From an optimization exercise on the open Yosys and OpenROAD flow, aimed at a short achievable clock period and few clock cycles; shortcuts taken in it are not production practice.
The RTL was checked by simulation tests, not by an equivalence proof against the original design.
No activity file was given, so power comes from the tool's default toggle rates.

[flow/run.sh]
#!/bin/bash
# synth_recipe.tcl (not shown) runs the flow's synth.tcl, then flattens the netlist and writes it again
# the make line also repeats each setting of config.mk as NAME=value (left out here)
make -C /OpenROAD-flow-scripts/flow DESIGN_CONFIG=/design/flow/config.mk WORK_HOME=/design/flow/orfs CLKGATE_MAP_FILE= SYNTH_SCRIPT=/design/flow/synth_recipe.tcl finish
[flow/config.mk]
export PLATFORM = sky130hd
export DESIGN_NAME = cpuTop
export DESIGN_NICKNAME = cpuTop
export VERILOG_FILES = /design/flow/design.v
export SDC_FILE = /design/flow/constraint.sdc
export NUM_CORES = 4
export LEC_CHECK = 0
export ABC_CLOCK_PERIOD_IN_PS = 3000
export CAP_MARGIN = 20
export CORE_MARGIN = 2
export CORE_UTILIZATION = 40
export SETUP_SLACK_MARGIN = 4.5
export SLEW_MARGIN = 20
[flow/constraint.sdc]
create_clock -name core_clock -period 8.0 [get_ports {clk}]
set_input_delay 1.6000 -clock core_clock [delete_from_list [all_inputs] [get_ports {clk}]]
set_output_delay 1.6000 -clock core_clock [all_outputs]
set_load 0.01 [all_outputs]
[flow/design.v]
package cpuPkg;
    localparam int XLEN = 32;
    localparam logic [6:0] OP_R      = 7'b0110011;
    localparam logic [6:0] OP_IMM    = 7'b0010011;
    localparam logic [6:0] OP_LOAD   = 7'b0000011;
    localparam logic [6:0] OP_STORE  = 7'b0100011;
    localparam logic [6:0] OP_JAL    = 7'b1101111;
    localparam logic [6:0] OP_JALR   = 7'b1100111;
    localparam logic [6:0] OP_BRANCH = 7'b1100011;
    localparam logic [6:0] OP_SYSTEM = 7'b1110011;
    localparam logic [2:0] PH_START = 3'd0;
    localparam logic [2:0] PH_FETCH = 3'd1;
    localparam logic [2:0] PH_EXEC  = 3'd2;
    localparam logic [2:0] PH_MEM   = 3'd3;
    localparam logic [2:0] PH_HALT  = 3'd4;
endpackage
`timescale 1ns/10ps
import cpuPkg::*;
module regFile (
    input  logic                    clk,
    input  logic [4:0]              rs1,
    input  logic [4:0]              rs2,
    input  logic [4:0]              rd,
    input  logic                    we,
    input  logic [cpuPkg::XLEN-1:0] wdata,
    output logic [cpuPkg::XLEN-1:0] rdata1,
    output logic [cpuPkg::XLEN-1:0] rdata2
);
    logic [XLEN-1:0] regs [1:31];
    always_ff @(posedge clk) begin
        if (we && rd != 5'd0) begin
            regs[rd] <= wdata;
        end
    end
    assign rdata1 = (rs1 == 5'd0) ? '0 : regs[rs1];
    assign rdata2 = (rs2 == 5'd0) ? '0 : regs[rs2];
endmodule
`timescale 1ns/10ps
import cpuPkg::*;
module immGen (
    input  logic [31:0]             instr,
    output logic [cpuPkg::XLEN-1:0] immI,
    output logic [cpuPkg::XLEN-1:0] immS,
    output logic [cpuPkg::XLEN-1:0] immB,
    output logic [cpuPkg::XLEN-1:0] immJ
);
    assign immI = {{20{instr[31]}}, instr[31:20]};
    assign immS = {{20{instr[31]}}, instr[31:25], instr[11:7]};
    assign immB = {{20{instr[31]}}, instr[7], instr[30:25], instr[11:8], 1'b0};
    assign immJ = {{12{instr[31]}}, instr[19:12], instr[20], instr[30:21], 1'b0};
endmodule
`timescale 1ns/10ps
import cpuPkg::*;
module aluUnit (
    input  logic [cpuPkg::XLEN-1:0] a,
    input  logic [cpuPkg::XLEN-1:0] b,
    input  logic [cpuPkg::XLEN-1:0] imm,
    input  logic                    useImm,
    input  logic [2:0]              funct3,
    input  logic                    isSub,
    output logic [cpuPkg::XLEN-1:0] sum,
    output logic [cpuPkg::XLEN-1:0] result,
    output logic                    branchTaken
);
    logic [XLEN-1:0] opB;
    logic [XLEN-1:0] diff;
    logic            lessThan;
    logic            brEqual;
    logic            brLess;
    assign opB = useImm ? imm : b;
    assign sum = a + opB;
    assign diff = a - opB;
    assign lessThan = $signed(a) < $signed(opB);
    assign brEqual = (a == b);
    assign brLess = $signed(a) < $signed(b);
    always_comb begin
        case (funct3)
            3'b000:  result = isSub ? diff : sum;
            3'b010:  result = {{(XLEN-1){1'b0}}, lessThan};
            3'b100:  result = a ^ opB;
            3'b110:  result = a | opB;
            3'b111:  result = a & opB;
            default: result = sum;
        endcase
        case (funct3)
            3'b000:  branchTaken = brEqual;
            3'b001:  branchTaken = !brEqual;
            3'b100:  branchTaken = brLess;
            3'b101:  branchTaken = !brLess;
            default: branchTaken = 1'b0;
        endcase
    end
endmodule
`timescale 1ns/10ps
import cpuPkg::*;
module stateSequencer (
    input  logic       clk,
    input  logic       rst,
    input  logic       memAck,
    input  logic       fAlu,
    input  logic       fJal,
    input  logic       fLdSt,
    input  logic       fJalrBr,
    input  logic       iLdSt,
    output logic [2:0] phase,
    output logic       memReq,
    output logic       fetchDone,
    output logic       memDone,
    output logic       execStep,
    output logic       halted
);
    logic idle;      
    logic issued;    
    logic accessDone;
    assign memReq = !(idle | memAck);
    assign accessDone = issued & memAck;
    assign fetchDone = accessDone && phase == PH_FETCH;
    assign memDone = accessDone && phase == PH_MEM;
    assign execStep = phase == PH_EXEC;
    always_ff @(posedge clk) begin
        if (rst) begin
            issued <= 1'b0;
        end else begin
            issued <= memReq | (issued & !memAck);
        end
    end
    always_ff @(posedge clk) begin
        if (rst) begin
            phase <= PH_START;
            idle <= 1'b1;
            halted <= 1'b0;
        end else begin
            case (phase)
                PH_START: begin
                    idle <= 1'b0;
                    phase <= PH_FETCH;
                end
                PH_FETCH: begin
                    if (fetchDone) begin
                        if (fAlu || fJal) begin
                            idle <= 1'b0;
                        end else if (fLdSt || fJalrBr) begin
                            idle <= 1'b1;
                            phase <= PH_EXEC;
                        end else begin
                            idle <= 1'b1;
                            phase <= PH_HALT;
                            halted <= 1'b1;
                        end
                    end
                end
                PH_EXEC: begin
                    idle <= 1'b0;
                    phase <= iLdSt ? PH_MEM : PH_FETCH;
                end
                PH_MEM: begin
                    if (memDone) phase <= PH_FETCH;
                end
                default: begin
                    idle <= 1'b1;
                end
            endcase
        end
    end
endmodule
`timescale 1ns/10ps
import cpuPkg::*;
module stateToControl (
    input  logic [6:0] opcode,
    output logic       isAlu,
    output logic       isLoad,
    output logic       isStore,
    output logic       isJal,
    output logic       isJalr,
    output logic       isBranch,
    output logic       isHalt
);
    always_comb begin
        isAlu = 1'b0;
        isLoad = 1'b0;
        isStore = 1'b0;
        isJal = 1'b0;
        isJalr = 1'b0;
        isBranch = 1'b0;
        isHalt = 1'b0;
        case (opcode)
            OP_R, OP_IMM: isAlu = 1'b1;
            OP_LOAD:      isLoad = 1'b1;
            OP_STORE:     isStore = 1'b1;
            OP_JAL:       isJal = 1'b1;
            OP_JALR:      isJalr = 1'b1;
            OP_BRANCH:    isBranch = 1'b1;
            default:      isHalt = 1'b1;
        endcase
    end
endmodule
`timescale 1ns/10ps
import cpuPkg::*;
module dataPath (
    input  logic                    clk,
    input  logic                    rst,
    input  logic [cpuPkg::XLEN-1:0] memRdata,
    input  logic                    fetchDone,
    input  logic                    memDone,
    input  logic                    execStep,
    input  logic                    fJal,
    output logic                    iLdSt,
    output logic                    memWe,
    output logic [cpuPkg::XLEN-1:0] memAddr,
    output logic [cpuPkg::XLEN-1:0] memWdata
);
    logic [XLEN-1:0] addrQ;      
    logic [XLEN-1:0] pcPlus4;
    logic [XLEN-1:0] target;
    logic [XLEN-1:0] regA;
    logic [XLEN-1:0] regB;
    logic            fwdA;
    logic            fwdB;
    logic [XLEN-1:0] immQ;
    logic [XLEN-1:0] wbData;
    logic            wbPend;
    logic            aluStep;
    logic [XLEN-1:0] wdataQ;
    logic            weQ;
    logic [31:0]     ir;
    logic            iLoad;
    logic            iStore;
    logic            iJump;
    logic            iJalr;
    logic            iBranch;
    logic            iUseImm;
    logic            iSub;
    logic [XLEN-1:0] rdata1;
    logic [XLEN-1:0] rdata2;
    logic [XLEN-1:0] fImmI;
    logic [XLEN-1:0] fImmS;
    logic [XLEN-1:0] fImmB;
    logic [XLEN-1:0] fImmJ;
    logic [6:0]      fOp;
    logic [XLEN-1:0] opA;
    logic [XLEN-1:0] opB;
    logic [XLEN-1:0] sum;
    logic [XLEN-1:0] aluResult;
    logic            branchTaken;
    assign fOp = memRdata[6:0];
    immGen fetchImms (.instr(memRdata), .immI(fImmI), .immS(fImmS), .immB(fImmB), .immJ(fImmJ));
    regFile regs (
        .clk(clk), .rs1(memRdata[19:15]), .rs2(memRdata[24:20]), .rd(ir[11:7]),
        .we(wbPend), .wdata(wbData), .rdata1(rdata1), .rdata2(rdata2)
    );
    always_ff @(posedge clk) begin
        regA <= rdata1;
        regB <= rdata2;
        fwdA <= wbPend && memRdata[19:15] == ir[11:7];
        fwdB <= wbPend && memRdata[24:20] == ir[11:7];
        target <= addrQ + fImmB;
    end
    assign opA = fwdA ? wbData : regA;
    assign opB = fwdB ? wbData : regB;
    aluUnit alu (
        .a(opA), .b(opB), .imm(immQ), .useImm(iUseImm), .funct3(ir[14:12]), .isSub(iSub),
        .sum(sum), .result(aluResult), .branchTaken(branchTaken)
    );
    always_ff @(posedge clk) begin
        if (fetchDone) begin
            ir <= memRdata;
            pcPlus4 <= addrQ + XLEN'(4);
            immQ <= fOp == OP_STORE ? fImmS : fImmI;
            iLoad <= fOp == OP_LOAD;
            iStore <= fOp == OP_STORE;
            iJump <= fOp == OP_JAL || fOp == OP_JALR;
            iJalr <= fOp == OP_JALR;
            iBranch <= fOp == OP_BRANCH;
            iUseImm <= fOp == OP_IMM || fOp == OP_LOAD || fOp == OP_STORE || fOp == OP_JALR;
            iSub <= fOp == OP_R && memRdata[30];
        end
    end
    always_ff @(posedge clk) begin
        if (rst) begin
            addrQ <= '0;
        end else if (fetchDone) begin
            addrQ <= fJal ? addrQ + fImmJ : addrQ + XLEN'(4);
        end else if (execStep) begin
            if (iBranch) begin
                addrQ <= branchTaken ? target : pcPlus4;
            end else if (iJalr) begin
                addrQ <= {sum[XLEN-1:1], 1'b0};
            end else begin
                addrQ <= sum;
            end
        end else if (memDone) begin
            addrQ <= pcPlus4;
        end
    end
    always_ff @(posedge clk) begin
        if (rst) begin
            aluStep <= 1'b0;
            wbPend <= 1'b0;
        end else begin
            aluStep <= fetchDone && (fOp == OP_R || fOp == OP_IMM || fOp == OP_JAL ||
                                     fOp == OP_JALR);
            wbPend <= (aluStep || memDone && iLoad) && ir[11:7] != 5'd0;
        end
    end
    always_ff @(posedge clk) begin
        if (aluStep) begin
            wbData <= iJump ? pcPlus4 : aluResult;
        end else if (memDone) begin
            wbData <= memRdata;
        end
    end
    always_ff @(posedge clk) begin
        if (rst) begin
            weQ <= 1'b0;
        end else if (execStep) begin
            weQ <= iStore;
        end else if (memDone) begin
            weQ <= 1'b0;
        end
        if (execStep) wdataQ <= opB;
    end
    assign iLdSt = iLoad | iStore;
    assign memWe = weQ;
    assign memAddr = addrQ;
    assign memWdata = wdataQ;
endmodule
`timescale 1ns/10ps
import cpuPkg::*;
module cpuTop (
    input  logic                    clk,
    input  logic                    rst,
    output logic                    memReq,
    output logic                    memWe,
    output logic [cpuPkg::XLEN-1:0] memAddr,
    output logic [cpuPkg::XLEN-1:0] memWdata,
    input  logic                    memAck,
    input  logic [cpuPkg::XLEN-1:0] memRdata,
    output logic                    halted
);
    logic [2:0] phase;
    logic       fetchDone;
    logic       memDone;
    logic       execStep;
    logic       iLdSt;
    logic       fAlu;
    logic       fLoad;
    logic       fStore;
    logic       fJal;
    logic       fJalr;
    logic       fBranch;
    logic       fHalt;
    stateToControl decode (
        .opcode(memRdata[6:0]), .isAlu(fAlu), .isLoad(fLoad), .isStore(fStore),
        .isJal(fJal), .isJalr(fJalr), .isBranch(fBranch), .isHalt(fHalt)
    );
    stateSequencer sequencer (
        .clk(clk),
        .rst(rst),
        .memAck(memAck),
        .fAlu(fAlu),
        .fJal(fJal),
        .fLdSt(fLoad | fStore),
        .fJalrBr(fJalr | fBranch),
        .iLdSt(iLdSt),
        .phase(phase),
        .memReq(memReq),
        .fetchDone(fetchDone),
        .memDone(memDone),
        .execStep(execStep),
        .halted(halted)
    );
    dataPath datapath (
        .clk(clk),
        .rst(rst),
        .memRdata(memRdata),
        .fetchDone(fetchDone),
        .memDone(memDone),
        .execStep(execStep),
        .fJal(fJal),
        .iLdSt(iLdSt),
        .memWe(memWe),
        .memAddr(memAddr),
        .memWdata(memWdata)
    );
endmodule
==> results.txt <==
## cell usage after synthesis (all sizes together) (5+ instances only)
cell type,number,area share
a2111oi,5,0.00067
a211oi,35,0.0040
a21o,34,0.0039
a21oi,298,0.023
a221o,12,0.0018
a221oi,20,0.0027
a222oi,7,0.0011
a22oi,16,0.0018
a2bb2oi,12,0.0016
a31oi,27,0.0026
and2,8,0.00077
and3,16,0.0015
and4,6,0.00081
buf,73,0.0044
clkbuf,223,0.013
clkinv,5,0.00029
dfxtp,139,0.043
edfxtp,1115,0.51
ha,172,0.033
inv,153,0.0088
mux2,47,0.0081
mux2i,221,0.034
mux4,549,0.19
nand2,125,0.0072
nand2b,27,0.0026
nand3,42,0.0032
nand4,20,0.0019
nor2,383,0.022
nor2b,19,0.0018
nor3,50,0.0038
nor4,21,0.0023
o211ai,22,0.0025
o21a,15,0.0017
o21ai,180,0.014
o21bai,24,0.0028
o221ai,23,0.0031
o22ai,29,0.0028
o2bb2ai,13,0.0018
o31ai,14,0.0016
o41ai,6,0.0011
or2,5,0.00048
or4,5,0.00064
xnor2,100,0.013
xor2,42,0.0057
## worst paths after layout
check                                 startpoint             endpoint  slack, ns  depth (start not counted)
worst max-delay path               datapath.fwdB  datapath.wbData[27]       3.74                         19
worst min-delay path            sequencer.halted     sequencer.halted       0.46                          2
worst max register to register     datapath.fwdB  datapath.wbData[27]       3.74                         19
worst min register to register  sequencer.halted     sequencer.halted       0.46                          2
## cell families after synthesis
kind of cell,after synthesis
buffers and inverters,454
adder cells (fa/ha/maj),176
AO/OA/AOI/OAI,825
flip-flops,1254
AND/OR/NAND/NOR,741
multiplexers,817
XOR/XNOR,142
## state kept, by name (all words and copies together), names as in the netlist, 3 cells and up
| signal | cells |
|---|---|
| datapath.wdataQ | 32 |
| datapath.immQ | 12 |
| datapath.ir | 8 |
| datapath.pcPlus4 | 32 |
| sequencer.phase | 3 |
| datapath.regB | 32 |
| datapath.regA | 32 |
| datapath.wbData | 32 |
| datapath.regs.regs | 992 |
| datapath.addrQ | 32 |
| datapath.target | 32 |
## per-layer routing
metal / up-vias / wire length [um] / GRT usage
met5: - / 23 / 0
met4: 4 / 12400 / 0.124
met3: 551 / 23100 / 0.0502
met2: 2611 / 108000 / 0.437
met1: 22972 / 87900 / 0.367
li1: 18210 / - / -
## critical path: stages, from the launching register on
cell      delay (ns)
dfxtp_4         0.40
buf_12          0.15
buf_16          0.17
buf_4           0.13
mux2_4          0.34
mux2i_4         0.21
ha_4            0.27
buf_4           0.16
nor4_4          0.29
nand2_1         0.18
nor4_4          0.29
a211oi_4        0.10
buf_4           0.17
a21oi_4         0.17
nand2_1         0.09
a21oi_1         0.15
nor2_1          0.08
xnor2_1         0.23
a221oi_1        0.13
a221o_1         0.28
## layout make-up
| type | count | area [um2] | area share |
|---|---|---|---|
| diodes | 1 | 2.50 | 0.0000319 |
| clock inverters | 55 | 507 | 0.00645 |
| flip-flops and latches | 1254 | 36300 | 0.463 |
| multi-input cells | 2702 | 29900 | 0.381 |
| inverters | 158 | 603 | 0.00768 |
| well taps | 2160 | 2700 | 0.0344 |
| clock buffers | 192 | 3830 | 0.0487 |
| repair buffers | 449 | 4640 | 0.0591 |
## power by group
part           switching, uW  internal [uW]
registers                119           7140
logic                   1610           1280
clock network           2710           3500
## stage by stage
step	util	hold WS (ns)	worst slack [ns]
3_5_place_dp	0.431	0.437	2.70
3_3_place_gp	0.430	0.431	2.71
4_1_cts	0.479	0.445	3.85
2_1_floorplan	-	0.402	3.71
6_report	0.488	0.458	3.74
5_1_grt	0.488	0.469	3.62
## repair_timing
action                                  CTS  global route
setup buffers                           157            67
endpoints found under the setup margin  167           103
cloned                                   14             3
gates resized for setup                 429           172
pin swaps                                74            80
==> flow_metrics.py <==
metrics = {
    "clocking": {
        "clk_pin_slew_ns": 0.06,
        "insertion_delay_ns": 0.81,
        "clock-sinks": 1254,
        "htree_num_levels": 4,
        "tritoncts": "yes",
        "cts_hold_buf": 0,
        "clockBufferDepth": 3,
        "cts-root-buf": "clkbuf_16",
        "cts_buffers": 136,
    },
    "power_and_ir_drop": {
        "p_leak_uw": 0.0266,
        "p_total_uw": 16400,
        "ir_worst_vdd_mv": 0.230,
        "p_per_area_nw_per_um2": 208,
    },
    "global_routing": {
        "grt_max_degree": 70,
        "grt_util_all_layers": 0.274,
        "antenna_found_initial": 6,
        "grt_pass1_vias": 43309,
        "grt_overflow": 0,
        "grt_pass1_wl_um": 325000,
    },
    "synthesis": {
        "yosysSeqAreaShare": 0.558,
        "synthDistinctLibCells": 78,
        "muxShareOfSynthArea": 0.232,
        "synth_xor_area_frac": 0.0191,
        "yosys.area_share.simple": 0.0510,
        "syn_avg_cell_area_um2": 14.7,
        "synth_top_family_by_area": "multiplexers",
        "ys.flop_type": "edfxtp_1",
        "syn_inst": 4409,
        "synth_edf_count": 1115,
        "syn_nets": 4620,
        "synth_compound_area_frac": 0.0791,
        "async_reset_ff_frac": 0,
        "synth_fa_ha_area_frac": 0.0343,
        "yosysWarningCount": 5,
        "syn_area_um2": 65000,
        "ys_ff_latch": 1254,
    },
    "timing": {
        "skew_ns": 0.0307,
        "drv_slew": 0,
        "rsz0062_at_grt": "true",
        "clock.fmax_mhz": 235,
        "finalHoldViolCount": 0,
        "setup_tns_ns": 0,
        "period_needed_ns": 4.26,
        "worstMarginPinSlew_ns": 1.14,
        "slew_headroom": 0.237,
        "setup_viol": 0,
        "min_period_over_period": 0.532,
    },
    "drt": {
        "wire_per_inst_um": 33.3,
        "drt-pass1-iter-count": 8,
        "drtIter0Drc": 5623,
        "num_vias": 44348,
        "drc": 0,
        "wl_um": 232000,
        "antenna_left": 0,
        "via_per_inst": 6.36,
    },
    "place": {
        "gp_congestion": 0.991,
        "dp_cells": 6482,
        "placed_cell_area_um2": 69300,
        "dpl.hpwl_um": 133000,
        "io_buffers": 101,
    },
    "final_layout": {
        "stdcell_area_um2": 78600,
        "mostFrequentLayoutCells": "1115 x edfxtp_1, 549 x mux4_2, 334 x nor2_1",
        "layout-drive-gt1-share": 0.328,
        "instances_no_fill": 6971,
        "final_common_cell": "edfxtp_1",
        "nFillCells": 13556,
        "area_growth_pct": 20.8,
        "num-nets-final": 4912,
    },
    "worst_setup_path": {
        "crit_arrival_ns": 4.79,
        "critical_path_class": "flip-flop to flip-flop",
        "path_max_fanout": 8,
        "start_kind": "flip-flop",
        "cp.required_ns": 8.54,
        "cp-end-kind": "flip-flop",
    },
    "die": {
        "initial_core_util": 0.404,
        "row_count": 147,
        "fp.dieH_um": 407,
        "io_pins": 102,
        "die-area_um2": 166000,
        "core_area_um2": 161000,
        "die_w_um": 407,
    },
    "run": {
        "max_cap_violations": 0,
    },
    "hold_path": {
        "hp-class": "flip-flop to flip-flop",
    },
    "outcome": {
        "status": "timing/DRC/antenna clean",
    },
}
Testbench counts, summed over its fixed seeds: cycles 69,239.

port drivers added, routing unchanged:
How much do the figures lean on ideal ports? The routed layout below was timed once more, with nothing changed but the port constraints.
Step 1: set_driving_cell puts a clkbuf_16 on clk and a buf_2 on each other input, an assumption about the parent block.
Step 2 moves the port delays by t, midway between the first and last clock arrival at a register: inputs arrive t later, outputs are due t later. That takes back most of the time a late clock gives input paths.
Slacks: ideal / step 1 / step 2; pairs: ideal / step 1.
t, ns: 0.877
setup WS [ns]: 3.742 / 3.742 / 2.988
worst hold slack (ns): 0.458 / 0.458 / 0.458
worst setup path at the end: input to register
After both steps setup and hold are still met in this run. The setup slack of this run moves by 0.000 ns with the drivers and by -0.754 ns with both steps.
